From an optimization exercise on the open Yosys and OpenROAD flow, aimed at small area; shortcuts taken in it are not production practice.
The RTL was checked by simulation tests, not by an equivalence proof against the original design.
Power and IR drop assume default switching activity.

==> design/flow/design.v <==
`timescale 1ns/1ps
package st_source_pkg;
   localparam int SYMBOL_W    = 8;
   localparam int NUM_SYMBOLS = 4;
   localparam int DATA_W      = SYMBOL_W * NUM_SYMBOLS;
   localparam int CHANNEL_W   = 4;
   localparam int BEATS       = 2;
   localparam int LANE_W      = $clog2(BEATS + 1);
   localparam int READY_LATENCY = 1;
   localparam int QUEUE_DEPTH   = 16;
   localparam int PTR_W         = $clog2(QUEUE_DEPTH);
   localparam int CNT_W         = $clog2(QUEUE_DEPTH + 1);
   localparam int IDLE_W        = 8;
   localparam int LAT_W         = 16;
   localparam int TXN_W         = IDLE_W + 2 + CHANNEL_W + DATA_W;
   localparam int BEAT_W        = 3 + CHANNEL_W + DATA_W;
   typedef struct packed {
      logic [IDLE_W-1:0]    idles;
      logic                 sop;
      logic                 eop;
      logic [CHANNEL_W-1:0] channel;
      logic [DATA_W-1:0]    data;
   } st_txn_t;
   typedef struct packed {
      logic                 valid;
      logic                 sop;
      logic                 eop;
      logic [CHANNEL_W-1:0] channel;
      logic [DATA_W-1:0]    data;
   } st_beat_t;
   typedef struct packed {
      logic [BEATS-1:0]           valid;
      logic [BEATS-1:0]           sop;
      logic [BEATS-1:0]           eop;
      logic [BEATS*CHANNEL_W-1:0] channel;
      logic [BEATS*DATA_W-1:0]    data;
   } st_bus_t;
   typedef struct packed {
      logic [LAT_W-1:0] latency;
      logic [LAT_W-1:0] count;
   } st_resp_t;
   typedef enum logic {
      IDLE_LOW  = 1'b0,
      IDLE_HIGH = 1'b1
   } st_idle_mode_e;
endpackage
`timescale 1ns/1ps
module st_source (
   input  logic        clk,
   input  logic        reset,
   input  logic        push,
   input  logic [45:0] push_txn,
   output logic        full,
   input  logic        idle_config,
   input  logic        ready,
   output logic [77:0] src,
   output logic        resp_valid,
   output logic [31:0] resp,
   output logic        complete
);
   localparam int TW = 46;    
   localparam int LW = 38;    
   logic [4:0] count;
   logic       empty, one_left, wr_en;
   logic [1:0] pop_count;
   assign full     = count[4];
   assign empty    = (count == 5'd0);
   assign one_left = (count == 5'd1);
   assign wr_en    = push && !full;
   logic [TW-1:0] even [0:7];
   logic [TW-1:0] odd  [0:7];
   always_ff @(posedge clk) begin
      if (wr_en) begin
         even[0] <= push_txn;
         odd[0]  <= even[0];
         for (int r = 1; r < 8; r++) begin
            even[r] <= odd[r-1];
            odd[r]  <= even[r];
         end
      end
   end
   logic [2:0]    row_e, row_o;
   logic          head_odd;
   logic [TW-1:0] rd_e, rd_o;
   assign row_o    = count[3:1] - 3'd1;
   assign row_e    = count[0] ? count[3:1] : row_o;
   assign head_odd = !count[0];
   always_comb begin
      rd_e = '0;
      rd_o = '0;
      for (int r = 0; r < 8; r++) begin
         rd_e = rd_e | (even[r] & {TW{row_e == 3'(r)}});
         rd_o = rd_o | (odd[r]  & {TW{row_o == 3'(r)}});
      end
   end
   logic       ready_q;
   logic       pending;
   logic       advance, accepted, fill;
   logic [7:0] spent;         
   logic       h0_go, h1_go, h1_there;
   logic [7:0] idles0, idles1;
   assign advance  = !pending || ready_q;
   assign accepted = pending && ready_q;
   assign fill     = advance && !empty;
   assign idles0   = head_odd ? rd_o[45:38] : rd_e[45:38];
   assign idles1   = head_odd ? rd_e[45:38] : rd_o[45:38];
   assign h0_go    = (idles0 == spent);
   assign h1_go    = (idles1 == 8'd0);
   assign h1_there = !one_left;
   logic [1:0] lane_v;
   logic [7:0] spent_d;
   always_comb begin
      lane_v    = 2'b00;
      pop_count = 2'd0;
      spent_d   = spent;
      if (fill) begin
         if (!h0_go) begin
            spent_d = spent + 8'd1;
         end else begin
            lane_v[0] = 1'b1;
            if (h1_there && h1_go) begin
               lane_v[1] = 1'b1;
               pop_count = 2'd2;
               spent_d   = 8'd0;
            end else begin
               pop_count = 2'd1;
               spent_d   = h1_there ? 8'd1 : 8'd0;
            end
         end
      end
   end
   logic [1:0] valid_q;
   logic       swap_q;                 
   logic [LW-1:0] lane_e_n, lane_o_n;  
   always_ff @(posedge clk or posedge reset) begin
      if (reset) begin
         count   <= '0;
         spent   <= '0;
         ready_q <= 1'b0;
         pending <= 1'b0;
         valid_q <= '0;
      end else begin
         count   <= count + 5'(wr_en) - 5'(pop_count);
         spent   <= spent_d;
         ready_q <= ready;
         pending <= fill || (pending && !ready_q);
         if (advance) valid_q <= lane_v;
      end
   end
   always_ff @(posedge clk) begin
      if (advance) begin
         lane_e_n <= ~rd_e[LW-1:0];
         lane_o_n <= ~rd_o[LW-1:0];
         swap_q   <= head_odd;
      end
   end
   logic [1:0] show;
   logic [1:0] take_e, take_o;    
   logic       idle_n;
   assign show   = valid_q & {2{ready_q}};
   assign take_e = show & {swap_q, !swap_q};
   assign take_o = show & {!swap_q, swap_q};
   assign idle_n = !idle_config;
   logic [LW-1:0] lane_out [0:1];
   always_comb begin
      for (int i = 0; i < 2; i++) begin
         lane_out[i] = ~((lane_e_n & {LW{take_e[i]}}) |
                         (lane_o_n & {LW{take_o[i]}}) |
                         {LW{idle_n && !show[i]}});
      end
      src = {show,
             lane_out[1][37], lane_out[0][37],
             lane_out[1][36], lane_out[0][36],
             lane_out[1][35:32], lane_out[0][35:32],
             lane_out[1][31:0], lane_out[0][31:0]};
   end
   logic [15:0] lat_q, resp_cnt_q;
   assign resp_valid = accepted && (valid_q != 2'b00);
   assign resp       = {lat_q, resp_cnt_q};
   always_ff @(posedge clk) begin
      if (pending && !ready_q) lat_q <= lat_q + 16'd1;
      else                     lat_q <= '0;
   end
   always_ff @(posedge clk or posedge reset) begin
      if (reset) begin
         resp_cnt_q <= '0;
         complete   <= 1'b0;
      end else begin
         if (resp_valid) resp_cnt_q <= resp_cnt_q + 16'd1;
         if (resp_valid && empty) complete <= 1'b1;
         else if (!empty)         complete <= 1'b0;
      end
   end
endmodule
==> design/flow/flow/run.sh <==
#!/bin/bash
set -euo pipefail
printf '\n# port buffers from the own flow\nexport BUFFER_PORTS_ARGS = -buffer_cell sky130_fd_sc_hd__buf_1\n' >> config.mk
bash standard.sh finish > standard_flow.log 2>&1
==> design/flow/standard.sh <==
#!/bin/bash
# synth_recipe.tcl (not shown) runs the flow's synth.tcl, then flattens the netlist and writes it again
# the make line also repeats each setting of config.mk as NAME=value (left out here)
make -C /OpenROAD-flow-scripts/flow DESIGN_CONFIG=/design/flow/config.mk WORK_HOME=/design/flow/orfs CLKGATE_MAP_FILE= SYNTH_SCRIPT=/design/flow/synth_recipe.tcl "${@:-finish}"
==> design/flow/config.mk <==
export PLATFORM = sky130hd
export DESIGN_NAME = st_source
export DESIGN_NICKNAME = st_source
export VERILOG_FILES = /design/flow/design.v
export SDC_FILE = /design/flow/constraint.sdc
export NUM_CORES = 4
export LEC_CHECK = 0
export ABC_AREA = 1
export CAP_MARGIN = 20
export CORE_MARGIN = 2
export CORE_UTILIZATION = 40
export CTS_BUF_LIST = sky130_fd_sc_hd__clkbuf_16
export CTS_CLUSTER_DIAMETER = 100
export CTS_CLUSTER_SIZE = 25
export SLEW_MARGIN = 20

# port buffers from the own flow
export BUFFER_PORTS_ARGS = -buffer_cell sky130_fd_sc_hd__buf_1
==> design/flow/constraint.sdc <==
create_clock -name core_clock -period 6.0 [get_ports {clk}]
set_input_delay 1.2000 -clock core_clock [delete_from_list [all_inputs] [get_ports {clk}]]
set_output_delay 1.2000 -clock core_clock [all_outputs]
set_load 0.01 [all_outputs]
==> results by group, run 1 <==
Power
  • Static leakage: 12.2 nW
  • Total power: 19.1 mW
  • Clock share of power: 0.161
  • Internal power: 11.8 mW
  • Worst vdd ir: between 0.0003 and 0.0004 V
  • Net switching fraction of the power: 0.382
  • Combinational share of power: 0.339
  • Sequential Power Share: 0.500
  • PD cells: between 500 and 600 mW/mm2
  • Sw power: about 7.3 mW

Worst setup path
  • Critical Setup Path Class: flip-flop to flip-flop
  • RR Startpoint: count[2]
  • Arr. time, crit path: 5.38 ns
  • Crit-path max FO: 36
  • Worst R2R Path Depth: 26
  • CP max stage delay: between 0.4 and 0.5 ns
  • Critical path's slowest cell: buf_4
  • Worst setup SP type: flip-flop
  • Critical R2R Capture: count[4]
  • R2R Setup Slk: roughly 1.1 ns
  • Req. time, crit path: 6.49 ns
  • Worst Setup End Kind: flip-flop

STA
  • F_max: just over 0.2 GHz
  • Max Slew Vio Count: 0
  • Final hold violation count: 0
  • RSZ-0062 raised after global routing: false
  • Tcrit/Tclk final: 0.815
  • Worst slew pin tran: 0.997 ns
  • Fin crit period: approximately 5 ns
  • Setup Total Neg Slack: 0 ns
  • Worst Skew: 0.0193 ns
  • Slew HR: 0.333
  • Final setup vio count: 0

Clock network
  • TritonCTS Buffers: 40
  • Worst-skew pair later-pin latency: approximately 0.6 ns
  • CTS tree: built
  • Htree depth: 2
  • Post-CTS Hold Fix Bufs: 0
  • Setup bufs post-CTS: 0
  • Longest Clk Path Bufs: 3
  • Sink Count: about 860
  • CTS Root Cell: clkbuf_16
  • Post-cts sizing count: 0
  • Clock slew at reported path FFs: roughly 0.1 ns

Logic synthesis
  • Ys flop type: edfxtp_1
  • Asr flop ratio synth: 0.0394
  • Post-synth EDFFs: about 810
  • Distinct cells, synth: 45
  • Mean Syn Cell Area: 14.8 um2
  • Post-Syn Instances: between 2000 and 2500
  • Synthesized flop and latch total: around 860
  • Mapped Area: about 0.033 mm2
  • Synthesized Nets: 2284
  • Seq/Total Area, Yosys: 0.780
  • Yosys warning count: 4

Hold path
  • Hold Path Class: flip-flop to flip-flop
  • Min-delay src: odd[2][15]
  • Hold Crit Endpoint: even[3][15]
  • Worst hold path stage count: 0

Global route
  • Pin count of the biggest net entering global routing: 160
  • Total GRT Usage: 0.186
  • Aggregate global routing overflow: 0
  • Initial antenna violation count: 3
  • Vias in the first global route: 18232
  • First-pass GRT wire length: around 120000 um

Run status
  • Outcome: timing/DRC/antenna clean

Drt
  • Via count: 19110
  • Final wirelength: between 70000 and 80000 um
  • DR WL/cell: roughly 23 um
  • Detailed Route Iter0 Violations: 2483
  • DRT Pass-1 Iters: 5
  • DRC: 0
  • Via-to-Cell Ratio: roughly 5.6
  • Post-route ant nets: 0

Place
  • Post-DP Area: about 0.035 mm2
  • HPWL after DPL: about 53000 um
  • IO buf count: between 150 and 200
  • GPL Wtd Cong: approximately 0.85

Cells and area
  • NumNets Final: between 2000 and 2500
  • Share of cells above drive strength 1: 0.0563
  • Final instance area: between 0.03 and 0.04 mm2
  • Area Overhead vs Synth: 9.24%

Die
  • Site Rows: ~110
  • Die area: approximately 0.084 mm2
  • Die Y: around 290 um
  • Io pins: around 160
  • Die X-Extent: approximately 290 um
  • Core area: roughly 0.082 mm2
  • Starting Density: 0.402

Flow run
  • Max Cap Viol: 0
critical path: cells and delay by family, from the launching register on:
family	cells	cell delay, ns
flops	1	0.45
simple gates	13	1.60
xor+xnor	1	0.14
fa+ha+maj	4	1.12
compound gates	2	0.28
buf+inv	6	1.18
cells by family after synthesis:
| logic type | Yosys count | share of synthesized area |
|---|---|---|
| simple gates | 804 | 0.108 |
| flops | 863 | 0.780 |
| compound gates | 297 | 0.0730 |
| buf+inv | 211 | 0.0258 |
| xor+xnor | 21 | 0.00561 |
| mux | 1 | 0.000343 |
| fa+ha+maj | 18 | 0.00710 |
cell usage after synthesis (2+ instances only):
cell type | count | area [um2]
a21oi_1 | 43 | 215
o21ai_1 | 2 | 10.0
buf_2 | 18 | 90.1
nor3_1 | 4 | 20.0
nand2_4 | 3 | 33.8
a32o_1 | 9 | 90.1
buf_6 | 3 | 33.8
clkbuf_1 | 73 | 274
ha_1 | 17 | 213
buf_4 | 2 | 15.0
o21a_1 | 3 | 22.5
nand2_2 | 3 | 18.8
nand3b_1 | 3 | 22.5
nand3_2 | 5 | 50.1
nor2_1 | 95 | 357
xnor2_1 | 5 | 43.8
nand4_1 | 75 | 469
a221oi_1 | 189 | 1660
dfxtp_1 | 16 | 320
a22o_1 | 25 | 219
nand2_1 | 469 | 1760
inv_1 | 96 | 360
buf_1 | 11 | 41.3
nor2_4 | 3 | 33.8
o21ai_0 | 16 | 80.1
xor2_1 | 16 | 140
nand3_1 | 130 | 651
a221o_1 | 6 | 60.1
inv_2 | 7 | 26.3
edfxtp_1 | 813 | 24400
dfrtp_1 | 34 | 851
nor2_2 | 8 | 50.1
metrics by stage:
step                      setup WS (ns)   util  std cells  hold WS (ns)
after floorplan                   -6.74      -       2215         0.426
after global placement             1.25  0.425       3379         0.427
after detailed placement           1.11  0.425       3379         0.432
after CTS                          1.06  0.439       3431         0.445
after global routing              0.716  0.439       3431         0.461
final                              1.11  0.439       3432         0.446
flip-flops by register name, indices dropped and copies added, names as in the netlist:
| register | count |
|---|---|
| even | 368 |
| odd | 368 |
| lane_e_n | 38 |
| lane_o_n | 38 |
| lat_q | 16 |
| resp_cnt_q | 16 |
| spent | 8 |
| count | 5 |
| valid_q | 2 |
| complete | 1 |
| pending | 1 |
| ready_q | 1 |
| swap_q | 1 |
cells in the final DEF, fill, tap and decap left out, drive strengths merged:
cell,netlist,final
edfxtp,813,813
nand2,476,476
buf,34,201
a221oi,189,189
nand3,136,136
inv,104,110
nor2,106,106
nand4,76,76
a21oi,44,44
clkbuf,73,42
dfrtp,34,34
a22o,25,25
o21ai,19,19
ha,17,17
xor2,16,16
dfxtp,16,16
a32o,9,9
a221o,6,6
xnor2,5,5
nor3,5,5
nand3b,3,3
o21a,3,3
clkinv,0,3
diode,0,1
and3,1,1
nor3b,1,1
o21bai,1,1
clkinvlp,0,1
o2111a,1,1
mux2,1,1
fa,1,1
power groups by stage:
stage	clock, mW	combinational [mW]	sequential (mW)
2_1_floorplan	0	4.09	9.86
3_3_place_gp	0	6.39	9.60
3_5_place_dp	0	6.45	9.67
4_1_cts	3.17	6.46	9.54
5_1_grt	3.35	7.14	9.71
6_report	3.07	6.48	9.55
per-layer routing:
layer  track usage  part of all wire
met4        0.0433             0.020
met1         0.296              0.48
met3        0.0370             0.085
met5             0           0.00020
met2         0.258              0.42
final cells by class:
class,instances,area [um2]
multi-input combinational,1141,6430
fill,7208,45800
inverter,104,398
antenna,1,2.50
clock buffer,42,1050
sequential,863,25600
timing repair buffer,201,960
clock inverter,10,58.8
tap,1070,1340
worst max-delay path by stage:
stage | end | startpoint
after global placement | count[4] | count[0]
after detailed placement | count[4] | count[2]
after floorplan | even[0][0] | push
after CTS | count[4] | count[2]
final | count[4] | count[2]
after global routing | count[4] | count[2]
==> inputs of run 2 (changes only) <==
==> design/flow/run.sh (new file) <==
#!/bin/bash
# synth_recipe.tcl (not shown) runs the flow's synth.tcl, then flattens the netlist and writes it again
# the make line also repeats each setting of config.mk as NAME=value (left out here)
make -C /OpenROAD-flow-scripts/flow DESIGN_CONFIG=/design/flow/config.mk WORK_HOME=/design/flow/orfs CLKGATE_MAP_FILE= SYNTH_SCRIPT=/design/flow/synth_recipe.tcl finish
--- a/design/flow/config.mk
+++ b/design/flow/config.mk
@@ -13,6 +13,3 @@
 export CTS_CLUSTER_DIAMETER = 100
 export CTS_CLUSTER_SIZE = 25
 export SLEW_MARGIN = 20
-
-# port buffers from the own flow
-export BUFFER_PORTS_ARGS = -buffer_cell sky130_fd_sc_hd__buf_1
removed: design/flow/flow/run.sh
removed: design/flow/standard.sh
==> run 2 against run 1 <==
  * Critical path type unchanged
  * Clock skew up 0.0070 ns
  * Core utilization up 1.3 points
  * Cell count up 0.26%
==> results by group, run 2 <==
Clock network
  • Setup bufs post-CTS: 0 (unchanged)
  • Sink Count: 863 (unchanged)
  • CTS Root Cell: clkbuf_16
  • CTS tree: built
  • Worst-skew pair later-pin latency: 0.61 ns (about the same)
  • Longest Clk Path Bufs: 3 (unchanged)
  • Post-cts sizing count: 0 (unchanged)
  • Post-CTS Hold Fix Bufs: 0 (unchanged)
  • TritonCTS Buffers: 40 (unchanged)
  • Clock slew at reported path FFs: 0.11 ns (about the same)
  • Htree depth: 2 (unchanged)

Logic synthesis
  • Yosys top cell area share: 0.745 (unchanged)
  • Asr flop ratio synth: 0.0394 (unchanged)
  • Post-synth top area cell: edfxtp_1
  • Yosys warning count: 4 (unchanged)
  • Mean Syn Cell Area: 14.8 um2 (unchanged)
  • Distinct cells, synth: 45 (unchanged)
  • Post-synth EDFFs: 813 (unchanged)
  • Post-synth top cells: 813 x edfxtp_1, 469 x nand2_1, 189 x a221oi_1
  • Post-Syn Instances: 2215 (unchanged)
  • Synthesized flop and latch total: 863 (unchanged)
  • Synthesized Nets: 2284 (unchanged)
  • Ys flop type: edfxtp_1
  • Seq/Total Area, Yosys: 0.780 (unchanged)
  • Top post-synthesis cells by area: edfxtp_1 74%, nand2_1 5.4%, a221oi_1 5.0%
  • Mapped Area: 0.0328 mm2 (unchanged)
  • Top-count cell post-synth: edfxtp_1

Die
  • Io pins: 164 (unchanged)
  • Die area: 0.0843 mm2 (unchanged)
  • Core area: 0.0816 mm2 (unchanged)
  • Starting Density: 0.402 (unchanged)
  • Site Rows: 105 (unchanged)
  • Die X-Extent: 290 um (unchanged)
  • Die Y: 290 um (unchanged)

Worst setup path
  • Critical Setup Path Class: flip-flop to flip-flop
  • Arr. time, crit path: 5.25 ns (-0.13 ns)
  • Worst Setup End Kind: flip-flop
  • Crit-path max FO: 31 (-14%)
  • Worst setup SP type: flip-flop
  • Critical path's slowest cell: fa_1
  • Crit path max-delay family: simple AND/OR/NAND/NOR gates
  • Buf+Inv Stages, Crit Path: 6 (unchanged)
  • CP max stage delay: 0.45 ns (about the same)
  • Req. time, crit path: 6.50 ns (about the same)

Drt
  • Final wirelength: 81100 um (+1.4%)
  • Detailed Route Iter0 Violations: 2478 (-0.20%)
  • Via-to-Cell Ratio: 5.61 (+0.67%)
  • DRC: 0 (unchanged)
  • Via count: 19289 (+0.94%)
  • DR WL/cell: 23.6 um (+1.2%)
  • Post-route ant nets: 0 (unchanged)
  • DRT Pass-1 Iters: 5 (unchanged)

Power
  • PD cells: 527 mW/mm2 (-1.3%)
  • Worst vdd ir: 0.000252 V (-20%)
  • Static leakage: 12.6 nW (+3.8%)

Global route
  • Aggregate global routing overflow: 0 (unchanged)
  • Vias in the first global route: 18534 (+1.7%)
  • Pin count of the biggest net entering global routing: 203 (+27%)
  • First-pass GRT wire length: 121000 um (+1.5%)
  • Total GRT Usage: 0.188 (+0.00245)
  • Initial antenna violation count: 5 (+2)

Place
  • GPL Wtd Cong: 0.870 (+2.9%)
  • IO buf count: 163 (unchanged)
  • HPWL after DPL: 52400 um (-1.2%)
  • Placed insts: 3380 (+0.030%)

Cells and area
  • Most frequent cells in the layout: 813 x edfxtp_1, 468 x nand2_1, 189 x a221oi_1
  • NumNets Final: 2421 (+0.041%)
  • Fin cells: 3441 (+0.26%)
  • Biggest regs: even x368, odd x368
  • Share of cells above drive strength 1: 0.0574 (+0.00108)
  • Commonest non-fill, non-tap cell in the layout: edfxtp_1
  • Area Overhead vs Synth: 12.4%

STA
  • Max Slew Vio Count: 0 (unchanged)
  • Final setup vio count: 0 (unchanged)
  • F_max: 0.211 GHz (+3.0%)
  • Final hold violation count: 0 (unchanged)
  • Worst Skew: 0.0263 ns (+0.00698 ns)
  • RSZ-0062 raised after global routing: false
  • Fin crit period: 4.75 ns (-0.140 ns)
  • Worst slew pin tran: 1.23 ns (+0.233 ns)
  • WHS: 0.445 ns (-0.00108 ns)
  • Slew HR: 0.180 (-0.153)
  • Tcrit/Tclk final: 0.791 (-0.0234)

Run status
  • Outcome: timing/DRC/antenna clean

Hold path
  • Hold Path Class: flip-flop to flip-flop

Flow run
  • Max Cap Viol: 0 (unchanged)
run 2: cell count changes in the layout (fill, tap and decap cells not counted), moves of 2 or more:
cell | previous run | this run
buf_12 | 5 | 2
clkdlybuf4s50_1 | 0 | 163
inv_1 | 101 | 107
nor2_2 | 11 | 13
buf_1 | 163 | 0
buf_4 | 33 | 35
run 2: routing by layer:
layer  up-vias  share of wire  track usage
li1       8638              -            -
met1      9724           0.47        0.292
met2       845           0.43        0.275
met3        76          0.085       0.0366
met4         6          0.016       0.0367
met5         -        0.00051            0
run 2: logic make-up (layout without fill, tap and decap cells):
family | Yosys count | count (layout) | synth area share
AOI/OAI and AO/OA | 297 | 297 | 0.0730
adders and majority gates | 18 | 18 | 0.00710
muxes | 1 | 1 | 0.000343
and+or+nand+nor | 804 | 804 | 0.108
DFF | 863 | 863 | 0.780
xor gates and xnor gates | 21 | 21 | 0.00561
other | 0 | 2 | 0
buffers and inverters | 211 | 365 | 0.0258
run 2: through the flow:
step	utilization	instance area (um2)	setup TNS, ns	worst slack [ns]	total power, mW
floorplan	-	32800	-4962.65	-6.74	14.0
global placement	0.437	35700	0	1.02	16.2
detailed placement	0.438	35700	0	1.30	16.4
CTS	0.452	36900	0	1.27	19.5
global route	0.452	36900	0	0.921	20.5
finish	0.452	36900	0	1.25	19.4
run 2: worst paths after layout:
path / from / end / slack, ns / cells after the start
setup / recovery: count[2] / count[4] / 1.25 / 27
hold / removal: odd[4][17] / even[5][17] / 0.44 / 0
setup reg to reg: count[2] / count[4] / 1.25 / 27
hold reg to reg: odd[4][17] / even[5][17] / 0.44 / 0
max in group asynchronous: reset / count[2] / 4.65 / 3
min in group asynchronous: reset / resp_cnt_q[12] / 1.00 / 3
run 2: final cells by class:
class / count / area (um2)
multi-input combinational: 1141 / 6430
antenna: 2 / 5.00
sequential: 863 / 25600
clock inverter: 17 / 108
tap: 1070 / 1340
timing repair buffer: 202 / 1960
clock buffer: 42 / 1050
fill: 7088 / 44700
inverter: 104 / 398
run 2: worst register-to-register path, delay by kind of cell (launching register included):
family / cells / cell delay, ns
buf+inv: 6 / 0.86
xor+xnor: 1 / 0.15
simple gates: 14 / 1.82
flops: 1 / 0.44
compound gates: 2 / 0.27
fa+ha+maj: 4 / 1.12
run 2: where the power goes:
group | leakage [nW] | total, mW | internal (mW) | switching, mW
clock | 0.612 | 3.12 | 1.32 | 1.81
sequential | 8.21 | 9.55 | 8.75 | 0.797
combinational | 3.82 | 6.74 | 1.88 | 4.87
==> inputs of run 3 (changes only) <==
--- a/design/flow/config.mk
+++ b/design/flow/config.mk
@@ -9,7 +9,4 @@
 export CAP_MARGIN = 20
 export CORE_MARGIN = 2
 export CORE_UTILIZATION = 40
-export CTS_BUF_LIST = sky130_fd_sc_hd__clkbuf_16
-export CTS_CLUSTER_DIAMETER = 100
-export CTS_CLUSTER_SIZE = 25
 export SLEW_MARGIN = 20
==> run 3 against run 2 <==
  * Maximum frequency is 0.86% lower
  * Non-clock buffer count is the same
  * Critical path depth stayed put
  * Total power grew 11%
  * Die area is the same
  * Final area grew 4.4%
  * Still clean
  * First-iteration DRC count is 5.9% lower
  * Worst setup slack got worse by 0.041 ns
==> results by group, run 3 <==
Logic synthesis
  • Yosys warning count: 4 (unchanged)
  • Largest family of logic cells by synthesized area: simple AND/OR/NAND/NOR gates
  • Distinct cells, synth: 45 (unchanged)
  • Post-Synth Simple-Gate Area: 0.108 (unchanged)
  • Mapped Area: 0.0328 mm2 (unchanged)
  • Yosys top cell area share: 0.745 (unchanged)
  • Synth Area in Adders: 0.00710 (unchanged)
  • Post-synth top cells: 813 x edfxtp_1, 469 x nand2_1, 189 x a221oi_1
  • Top-count cell post-synth: edfxtp_1
  • Post-Synth XOR/XNOR Area: 0.00561 (unchanged)
  • Synthesized Nets: 2284 (unchanged)
  • Synthesized flop and latch total: 863 (unchanged)
  • Post-synth top area cell: edfxtp_1
  • Top post-synthesis cells by area: edfxtp_1 74%, nand2_1 5.4%, a221oi_1 5.0%
  • Post-synthesis compound-gate area fraction: 0.0730 (unchanged)
  • Ys flop type: edfxtp_1
  • Seq/Total Area, Yosys: 0.780 (unchanged)
  • Asr flop ratio synth: 0.0394 (unchanged)
  • Post-synth EDFFs: 813 (unchanged)
  • Mux share of post-synthesis cell area: 0.000343 (unchanged)
  • Post-Syn Instances: 2215 (unchanged)
  • Mean Syn Cell Area: 14.8 um2 (unchanged)

Place
  • IO buf count: 163 (unchanged)
  • Post-DP Area: 0.0357 mm2 (unchanged)
  • HPWL after DPL: 52400 um (unchanged)
  • GPL Wtd Cong: 0.870 (unchanged)
  • Placed insts: 3380 (unchanged)
  • Pre-CTS WS: 1.30 ns (unchanged)

Worst setup path
  • R2R Setup Slk: 1.21 ns (-0.04 ns)
  • RR Startpoint: count[2]
  • Critical Setup Path Class: flip-flop to flip-flop
  • Worst Setup End Kind: flip-flop
  • CP max stage delay: 0.45 ns (about the same)
  • Arr. time, crit path: 5.30 ns (+0.05 ns)
  • Critical R2R Capture: count[4]
  • Req. time, crit path: 6.51 ns (about the same)
  • Buf+Inv Stages, Crit Path: 6 (unchanged)
  • Worst setup SP type: flip-flop
  • Worst R2R Path Depth: 27 (unchanged)
  • Crit-path max FO: 31 (unchanged)
  • Crit path max-delay family: simple AND/OR/NAND/NOR gates
  • Critical path's slowest cell: fa_1

Cells and area
  • Final instance area: 0.0385 mm2 (+4.4%)
  • Fin cells: 3542 (+2.9%)
  • Commonest non-fill, non-tap cell in the layout: edfxtp_1
  • NumNets Final: 2467 (+1.9%)
  • Biggest regs: even x368, odd x368
  • Area Overhead vs Synth: 17.4%
  • Most frequent cells in the layout: 813 x edfxtp_1, 468 x nand2_1, 189 x a221oi_1
  • Share of cells above drive strength 1: 0.0870 (+0.0296)
  • Filler cells: 6973 (-1.6%)

Clock network
  • Post-CTS Hold Fix Bufs: 0 (unchanged)
  • Sink Count: 863 (unchanged)
  • Clock slew at reported path FFs: 0.06 ns (-0.05 ns)
  • Post-cts sizing count: 0 (unchanged)
  • CTS Root Cell: clkbuf_16
  • CTS tree: built
  • Worst-skew pair later-pin latency: 0.65 ns (+0.04 ns)
  • Setup bufs post-CTS: 0 (unchanged)
  • TritonCTS Buffers: 86 (+110%)
  • Longest Clk Path Bufs: 3 (unchanged)
  • Htree depth: 3 (+1)

Global route
  • Most Crowded Layer GR: met1
  • Met3 usage: 0.0401 (+0.00352)
  • Grt met2 use: 0.278 (+0.00240)
  • Initial antenna violation count: 5 (unchanged)
  • Aggregate global routing overflow: 0 (unchanged)
  • Total GRT Usage: 0.192 (+0.00405)
  • Grt met1 use: 0.295 (+0.00321)
  • First-pass GRT wire length: 124000 um (+2.0%)
  • Pin count of the biggest net entering global routing: 203 (unchanged)
  • Vias in the first global route: 19153 (+3.3%)

Power
  • Internal power: 13.7 mW (+14%)
  • PD cells: 561 mW/mm2 (+6.6%)
  • Combinational share of power: 0.312 (-0.035)
  • Static leakage: 13.4 nW (+5.9%)
  • Net switching fraction of the power: 0.367 (-0.0174)
  • Sequential Power Share: 0.443 (-0.049)
  • Worst vdd ir: 0.000244 V (-2.9%)
  • Sw power: 7.94 mW (+6.3%)
  • Clock share of power: 0.245 (+0.084)
  • Total power: 21.6 mW (+11%)

Die
  • Io pins: 164 (unchanged)
  • Starting Density: 0.402 (unchanged)
  • Die area: 0.0843 mm2 (unchanged)
  • Die Y: 290 um (unchanged)
  • Die X-Extent: 290 um (unchanged)
  • Core area: 0.0816 mm2 (unchanged)
  • Site Rows: 105 (unchanged)

STA
  • Max Slew Vio Count: 0 (unchanged)
  • Worst slew pin tran: 1.13 ns (-0.102 ns)
  • Final hold violation count: 0 (unchanged)
  • F_max: 0.209 GHz (-0.86%)
  • Tcrit/Tclk final: 0.798 (+0.00688)
  • Slew HR: 0.248 (+0.0677)
  • Final setup vio count: 0 (unchanged)
  • Worst Skew: 0.0210 ns (-0.00530 ns)
  • RSZ-0062 raised after global routing: false
  • Fin crit period: 4.79 ns (+0.0413 ns)
  • Post-route setup slack: 1.21 ns (-0.0413 ns)

Run status
  • Outcome: timing/DRC/antenna clean

Drt
  • DRT Pass-1 Iters: 6 (+1)
  • Post-route ant nets: 0 (unchanged)
  • Via-to-Cell Ratio: 5.56 (-0.90%)
  • DRC: 0 (unchanged)
  • Detailed Route Iter0 Violations: 2333 (-5.9%)
  • DR WL/cell: 23.3 um (-1.3%)
  • Via count: 19677 (+2.0%)
  • Final wirelength: 82400 um (+1.6%)

Hold path
  • Worst hold path stage count: 0 (unchanged)
  • Hold Path Class: flip-flop to flip-flop
  • Hold Crit Endpoint: odd[2][4]
  • Min-delay src: even[2][4]

Flow run
  • Max Cap Viol: 0 (unchanged)
run 3: per-layer routing:
| metal | up-vias | share of wire | routed length [um] |
|---|---|---|---|
| met5 | - | 0.00066 | 54 |
| met4 | 8 | 0.018 | 1480 |
| met3 | 104 | 0.085 | 6970 |
| met2 | 902 | 0.43 | 35400 |
| met1 | 9861 | 0.47 | 38400 |
| li1 | 8802 | - | - |
run 3: worst max path at each step:
stage / depth (start not counted) / from / endpoint / slack, ns
floorplan: 2 / push / even[0][0] / -6.74
global placement: 24 / count[0] / count[4] / 1.02
detailed placement: 27 / count[2] / count[4] / 1.30
CTS: 27 / count[2] / count[4] / 1.25
global route: 27 / count[2] / count[4] / 0.90
finish: 27 / count[2] / count[4] / 1.21
run 3: cells by family after synthesis:
family,Yosys count
AO/OA/AOI/OAI,297
XOR/XNOR,21
adder cells (fa/ha/maj),18
buffers and inverters,211
flip-flops,863
multiplexers,1
AND/OR/NAND/NOR,804
run 3: power groups by stage:
stage	Sequential (mW)	Combinational (mW)	Clock, mW
5_1_grt	9.71	7.35	5.65
3_3_place_gp	9.59	6.63	0
4_1_cts	9.56	6.75	5.42
3_5_place_dp	9.66	6.73	0
2_1_floorplan	9.86	4.09	0
6_report	9.57	6.74	5.31
run 3: metrics by stage:
stage	hold slack (ns)	setup TNS [ns]	utilization
finish	0.434	0	0.472
global route	0.441	0	0.472
CTS	0.433	0	0.472
detailed placement	0.432	0	0.438
global placement	0.428	0	0.437
floorplan	0.426	-4962.65	-
run 3: cell type report:
cell class	instances	area (um2)	area share
clock inverter	55	498	0.0129
sequential	863	25600	0.665
multi-input combinational	1141	6430	0.167
timing repair buffer	202	1960	0.0509
antenna	2	5.00	0.000130
tap	1070	1340	0.0348
clock buffer	105	2290	0.0594
inverter	104	398	0.0103

-- separate check: timing with driven ports --
The results above use ideal ports. As a check the final layouts listed here were re-extracted and re-timed, cells and wires unchanged. Step 1, drivers: a clkbuf_16 drives clk and a buf_2 each remaining input, both assumed. Step 2 also shifts input and output timing later by t, the mid clock arrival at the registers, as if the neighbouring blocks saw the same clock. Three values: ideal ports, drivers, drivers and shift; two values: the first two.
run | t (ns) | setup slack, ns | hold WS [ns] | latest minus earliest clock arrival (ns)
run 1 | 0.654 | 1.111 / 1.111 / 1.111 | 0.446 / 0.446 / 0.446 | 0.022 / 0.022
run 2 | 0.655 | 1.252 / 1.252 / 1.252 | 0.445 / 0.445 / 0.445 | 0.028 / 0.029
run 3 | 0.700 | 1.210 / 1.210 / 1.210 | 0.434 / 0.434 / 0.434 | 0.023 / 0.024
After both steps setup and hold are still met in every run listed.
